Background: an optimization exercise with open tools, aiming at small area, a short achievable clock period and few clock cycles per item. Do not read the settings as production practice. RTL that was checked went through simulation tests only; none was proved equivalent to the original. Power and IR drop assume default switching activity.

Design sorted_unique_list_engine, start of the top module:
module sorted_unique_list_engine #(
  parameter int CAPACITY = sule_pkg::DEFAULT_CAPACITY
) (
  input  wire logic                               clk,
  input  wire logic                               rst,
  input  wire logic                               req_valid,
  output logic                                    req_stall,
  input  wire logic [sule_pkg::REQ_W-1:0]         req_type,
  input  wire logic signed [sule_pkg::DATA_W-1:0] value,
  output logic                                    rsp_valid,
  input  wire logic                               rsp_stall,
  output logic [sule_pkg::STAT_W-1:0]             status,
  output logic [sule_pkg::OUT_W-1:0]              position,
  output logic [sule_pkg::OUT_W-1:0]              count
);
  logic signed [sule_pkg::DATA_W-1:0] val;
  logic                               ins, rem;
  logic [CAPACITY-1:0]                lt;
  logic                               hit;
  sule_ctrl #(
    .CAPACITY (CAPACITY)
  ) u_ctrl (
    .clk       (clk),
    .rst       (rst),
    .req_valid (req_valid),
    .req_stall (req_stall),
    .req_type  (req_type),
    .value     (value),
    .rsp_valid (rsp_valid),
    .rsp_stall (rsp_stall),
    .status    (status),
    .position  (position),
    .count     (count),
    .val       (val),
    .ins       (ins),
    .rem       (rem),
    .lt        (lt),
    .hit       (hit)
  );
  sule_dp #(
    .CAPACITY (CAPACITY)
  ) u_dp (
    .clk (clk),
    .rst (rst),
    .val (val),
    .ins (ins),
    .rem (rem),
    .lt  (lt),
    .hit (hit)
  );
endmodule
For scale: roughly 4500 cells after synthesis, roughly 1200 flip-flops, about 54 I/O pins, about 61000 µm² of cells after synthesis.
clock: 8.0 ns
lec_check: 0
cap_margin: 20
core_margin: 2
core_utilization: 40
slew_margin: 20
run.sh (not shown) runs the stock make flow with config.mk's settings and CLKGATE_MAP_FILE= SYNTH_SCRIPT=/design/flow/synth_recipe.tcl, a recipe that flattens the netlist after the stock synthesis.
The baseline finished with timing, DRC and antenna clean.
Testbench counts at the start, summed over its fixed seeds: cycles 4,024, items 4,000.
Rerun with:
Settings changed: ABC_CLOCK_PERIOD_IN_PS set to 2800, SETUP_SLACK_MARGIN set to 5.0.
=>
- clock power climbs by a few percent
- clock-buffer cell count went down by 15
- design area goes up by roughly a tenth
- die area is unchanged

* * *

Setup of run A:
Another version of the RTL of sorted_unique_list_engine (not shown whole).
For scale: ~1200 flip-flops, about 54 I/O pins, about 61000 um2 of cells after synthesis.
Settings: LEC_CHECK=0, ABC_AREA=1, CAP_MARGIN=20, CORE_MARGIN=2, CORE_UTILIZATION=55, CTS_CLUSTER_DIAMETER=70, CTS_CLUSTER_SIZE=30, SETUP_SLACK_MARGIN=5.0, SLEW_MARGIN=20; clock period 8.0 ns.
Testbench counts of run A, summed over its fixed seeds: cycles 4,032, items 4,000.
Inputs modified between run A and run B:
--- a/flow/config.mk
+++ b/flow/config.mk
@@ -9,5 +9,5 @@
 export CAP_MARGIN = 20
 export CORE_MARGIN = 2
-export CORE_UTILIZATION = 55
+export CORE_UTILIZATION = 66
 export CTS_CLUSTER_DIAMETER = 70
 export CTS_CLUSTER_SIZE = 30
--- outcome ---
- Met1 track utilization from global routing: higher on run B
- Fraction of met2 tracks used by global routing up 5.9 points in run B wrt run A
- Clock power: run B better than run A
- Run A fits on a die that is larger than the die of run B.
- Relative to run A, internal portion of total power has gone down in run B.
Relative to run B, the following input files were edited for run C:
--- a/flow/config.mk
+++ b/flow/config.mk
@@ -9,5 +9,5 @@
 export CAP_MARGIN = 20
 export CORE_MARGIN = 2
-export CORE_UTILIZATION = 66
+export CORE_UTILIZATION = 60
 export CTS_CLUSTER_DIAMETER = 70
 export CTS_CLUSTER_SIZE = 30
Results
Taking run B as the reference, in run C total power shows an increase of 4.3%; power density over the cells moved up; post-detailed-routing wire length increased about 1.1%. From run B to run C the numbers moved as follows: overall via count from detail_route lower; final worst slack rose by 43 ps; core area saw an increase; final-layout fill cell count now larger. Number of clock buffers in the layout: run C > run B.

* * *

Another version of the RTL of sorted_unique_list_engine (not shown whole).
For scale: ~5200 cells after synthesis, about 1200 flip-flops.
clock: 8.0 ns
lec_check: 0
abc_area: 1
cap_margin: 20
core_margin: 2
core_utilization: 60
cts_cluster_diameter: 100
cts_cluster_size: 30
setup_slack_margin: 5.0
slew_margin: 20
The baseline finished with timing, DRC and antenna clean.
Then changed:
--- a/flow/config.mk
+++ b/flow/config.mk
@@ -9,7 +9,6 @@
 export CAP_MARGIN = 20
 export CORE_MARGIN = 2
-export CORE_UTILIZATION = 60
-export CTS_CLUSTER_DIAMETER = 100
-export CTS_CLUSTER_SIZE = 30
+export CORE_UTILIZATION = 70
+export CTS_BUF_LIST = sky130_fd_sc_hd__clkbuf_4 sky130_fd_sc_hd__clkbuf_8
 export SETUP_SLACK_MARGIN = 5.0
 export SLEW_MARGIN = 20
Effect:
- final area increases by a few percent
- power grows by about a fifth
- utilization grows by 14 points
- wire length stays flat
- first-iteration DRC count climbs by about a fifth
- fmax falls by a few percent
- worst hold slack is worse by 0.011 ns
- critical path depth fell by 1
- flip-flop and latch count is unchanged
- global-route usage increases by 5.6 points
- die area decreases by about a fifth
Then changed:
--- a/flow/config.mk
+++ b/flow/config.mk
@@ -9,6 +9,5 @@
 export CAP_MARGIN = 20
 export CORE_MARGIN = 2
-export CORE_UTILIZATION = 70
-export CTS_BUF_LIST = sky130_fd_sc_hd__clkbuf_4 sky130_fd_sc_hd__clkbuf_8
+export CORE_UTILIZATION = 60
 export SETUP_SLACK_MARGIN = 5.0
 export SLEW_MARGIN = 20
What happened: Non-clock buffer count goes down by 17. Synthesized cell count is unchanged. Power goes up by a few percent. Die area is higher by about a fifth. Setup slack gets better by 0.12 ns. Clock power rose by a little under a tenth.
Function was not checked in any run of this note: the RTL went through the layout flow alone.

* * *

run a:
Another version of the RTL of sorted_unique_list_engine (not shown whole).
For scale: roughly 5,100 cells after synthesis.
Design sorted_unique_list_engine, start of the top module:
module sorted_unique_list_engine #(
  parameter int CAPACITY = sule_pkg::DEFAULT_CAPACITY
) (
  input  wire logic                               clk,
  input  wire logic                               rst,
  input  wire logic                               req_valid,
  output logic                                    req_stall,
  input  wire logic [sule_pkg::REQ_W-1:0]         req_type,
  input  wire logic signed [sule_pkg::DATA_W-1:0] value,
  output logic                                    rsp_valid,
  input  wire logic                               rsp_stall,
  output logic [sule_pkg::STAT_W-1:0]             status,
  output logic [sule_pkg::OUT_W-1:0]              position,
  output logic [sule_pkg::OUT_W-1:0]              count
);
  logic signed [sule_pkg::DATA_W-1:0] val;
  logic                               ins, rem;
  logic [CAPACITY-1:0]                lt;
  logic                               hit;
  logic                               full;
  sule_ctrl #(
    .CAPACITY (CAPACITY)
  ) u_ctrl (
    .clk       (clk),
    .rst       (rst),
    .req_valid (req_valid),
    .req_stall (req_stall),
    .req_type  (req_type),
    .value     (value),
    .rsp_valid (rsp_valid),
    .rsp_stall (rsp_stall),
    .status    (status),
    .position  (position),
    .count     (count),
    .val       (val),
    .ins       (ins),
    .rem       (rem),
    .lt        (lt),
    .hit       (hit),
    .full      (full)
  );
  sule_dp #(
    .CAPACITY (CAPACITY)
  ) u_dp (
    .clk (clk),
    .rst (rst),
    .val (val),
    .ins (ins),
    .rem (rem),
    .lt  (lt),
    .hit (hit),
    .full (full)
  );
endmodule
Settings: LEC_CHECK=0, ABC_AREA=1, CAP_MARGIN=20, CORE_MARGIN=2, CORE_UTILIZATION=60, CTS_CLUSTER_DIAMETER=70, CTS_CLUSTER_SIZE=25, SETUP_SLACK_MARGIN=5.0, SLEW_MARGIN=20; clock period 8.0 ns.
Testbench counts of run a, summed over its fixed seeds: cycles 4,032, items 4,000.
Inputs modified between run a and run b:
Settings: swapping 70 for 100 in CTS_CLUSTER_DIAMETER; swapping 25 for 30 in CTS_CLUSTER_SIZE.
==> notes.md <==
[compare] base=run a new=run b: routed wire length lower; post-route core utilization now smaller; met1 capacity usage during global routing level; worst hold slack flat; later-pin clock latency in the skew report up 20 ps. Against run a, final area in run b fell slightly. | clock period minus final worst setup slack | lower: run b |.

* * *

Setup of green:
sorted_unique_list_engine, a different RTL version from the one above (not shown whole).
Size: ~1200 flip-flops, roughly 63000 µm² of cells after synthesis.
clock: 8.0 ns
lec_check: 0
abc_clock_period_in_ps: 2800
cap_margin: 20
core_margin: 2
core_utilization: 40
setup_slack_margin: 5.0
slew_margin: 20
Testbench counts of green, summed over its fixed seeds: cycles 4,032, items 4,000.
Relative to green, the following input files were edited for purple:
Settings: CORE_UTILIZATION changed from 40 to 50; ABC_CLOCK_PERIOD_IN_PS removed (was 2800); ABC_AREA newly set to 1.
### Flow results
- As of purple, wire length had fallen by more than 10% compared to green.
- Comparing green and purple, the higher final cycle utilization of the critical path was measured on green.
- Setup slack of the critical path after layout (higher): purple
- Going from green to purple, average routed wire per standard cell has decreased; global-route wire length before repair has decreased; power has decreased.
- Comparing purple against green, there is no change at all in final number of max-transition violations.

* * *

RTL: one of the versions met above, not the one the previous note started from.
Size in the first run: roughly 5100 cells after synthesis, roughly 1200 flip-flops, about 0.062 sq mm of cells after synthesis.
Settings: LEC_CHECK=0, ABC_AREA=1, CAP_MARGIN=5, CORE_MARGIN=2, CORE_UTILIZATION=60, CTS_CLUSTER_DIAMETER=100, CTS_CLUSTER_SIZE=30, SETUP_SLACK_MARGIN=5.0, SLEW_MARGIN=5; clock period 8.0 ns.
The starting point produced a clean layout.
Testbench counts at the start, summed over its fixed seeds: cycles 4,032, items 4,000.
==> next run, changes <==
Settings changed: CAP_MARGIN 5 to 20, SETUP_SLACK_MARGIN 5.0 to 4.6, SLEW_MARGIN 5 to 20.
Result:
- The new run finished clean
- maximum frequency went down by 11%
- cell count is lower by about 0.7%
- clock power stays flat
- core utilization drops by 1.6 points
- routed wire length goes down by about 5%
- non-clock buffer count goes down by 46
- synthesized area is unchanged

-- re-timing with driven ports --
The flow's constraints put no driver on any port. The routed layouts listed below were extracted and timed again, unchanged, in two steps. Step 1 assumes that a clkbuf_16 drives the clock port and a buf_2 every other input. Step 2 also shifts input and output timing later by t, the mid clock arrival at the registers, as if the neighbouring blocks saw the same clock. Three values: ideal ports, drivers, drivers and shift; two values: the first two.
run | t, ns | setup slack, ns | worst setup path at the end | pins driven straight from the clock port
the first run of note 1 | 0.845 | 2.217 / 2.217 / 2.217 | register to register | 1
the second run of note 1 | 0.839 | 3.400 / 3.400 / 3.400 | register to register | 1
run A of note 2 | 0.764 | 4.964 / 4.964 / 4.250 | input to register | 1
run B of note 2 | 0.789 | 5.008 / 4.971 / 4.304 | input to register | 1
run C of note 2 | 0.754 | 5.051 / 4.980 / 4.350 | input to register | 1
the first run of note 3 | 0.780 | 4.936 / 4.936 / 4.299 | input to register | 1
the second run of note 3 | 0.952 | 4.823 / 4.823 / 4.332 | input to register | 1
the third run of note 3 | 0.811 | 4.945 / 4.945 / 4.507 | input to register | 1
run a of note 4 | 0.744 | 4.925 / 4.925 / 4.287 | input to register | 1
run b of note 4 | 0.761 | 4.998 / 4.977 / 4.272 | input to register | 1
green | 0.863 | 4.740 / 4.740 / 4.360 | input to register | 1
purple | 0.840 | 5.005 / 4.948 / 4.220 | input to register | 1
the first run of note 6 | 0.774 | 4.934 / 4.934 / 4.252 | input to register | 1
the second run of note 6 | 0.757 | 4.552 / 4.552 / 4.025 | input to register | 1
After both steps every run listed still meets setup and hold. For purple, which loses most, drivers alone change the setup slack by -0.057 ns; drivers and shift together by -0.785 ns.
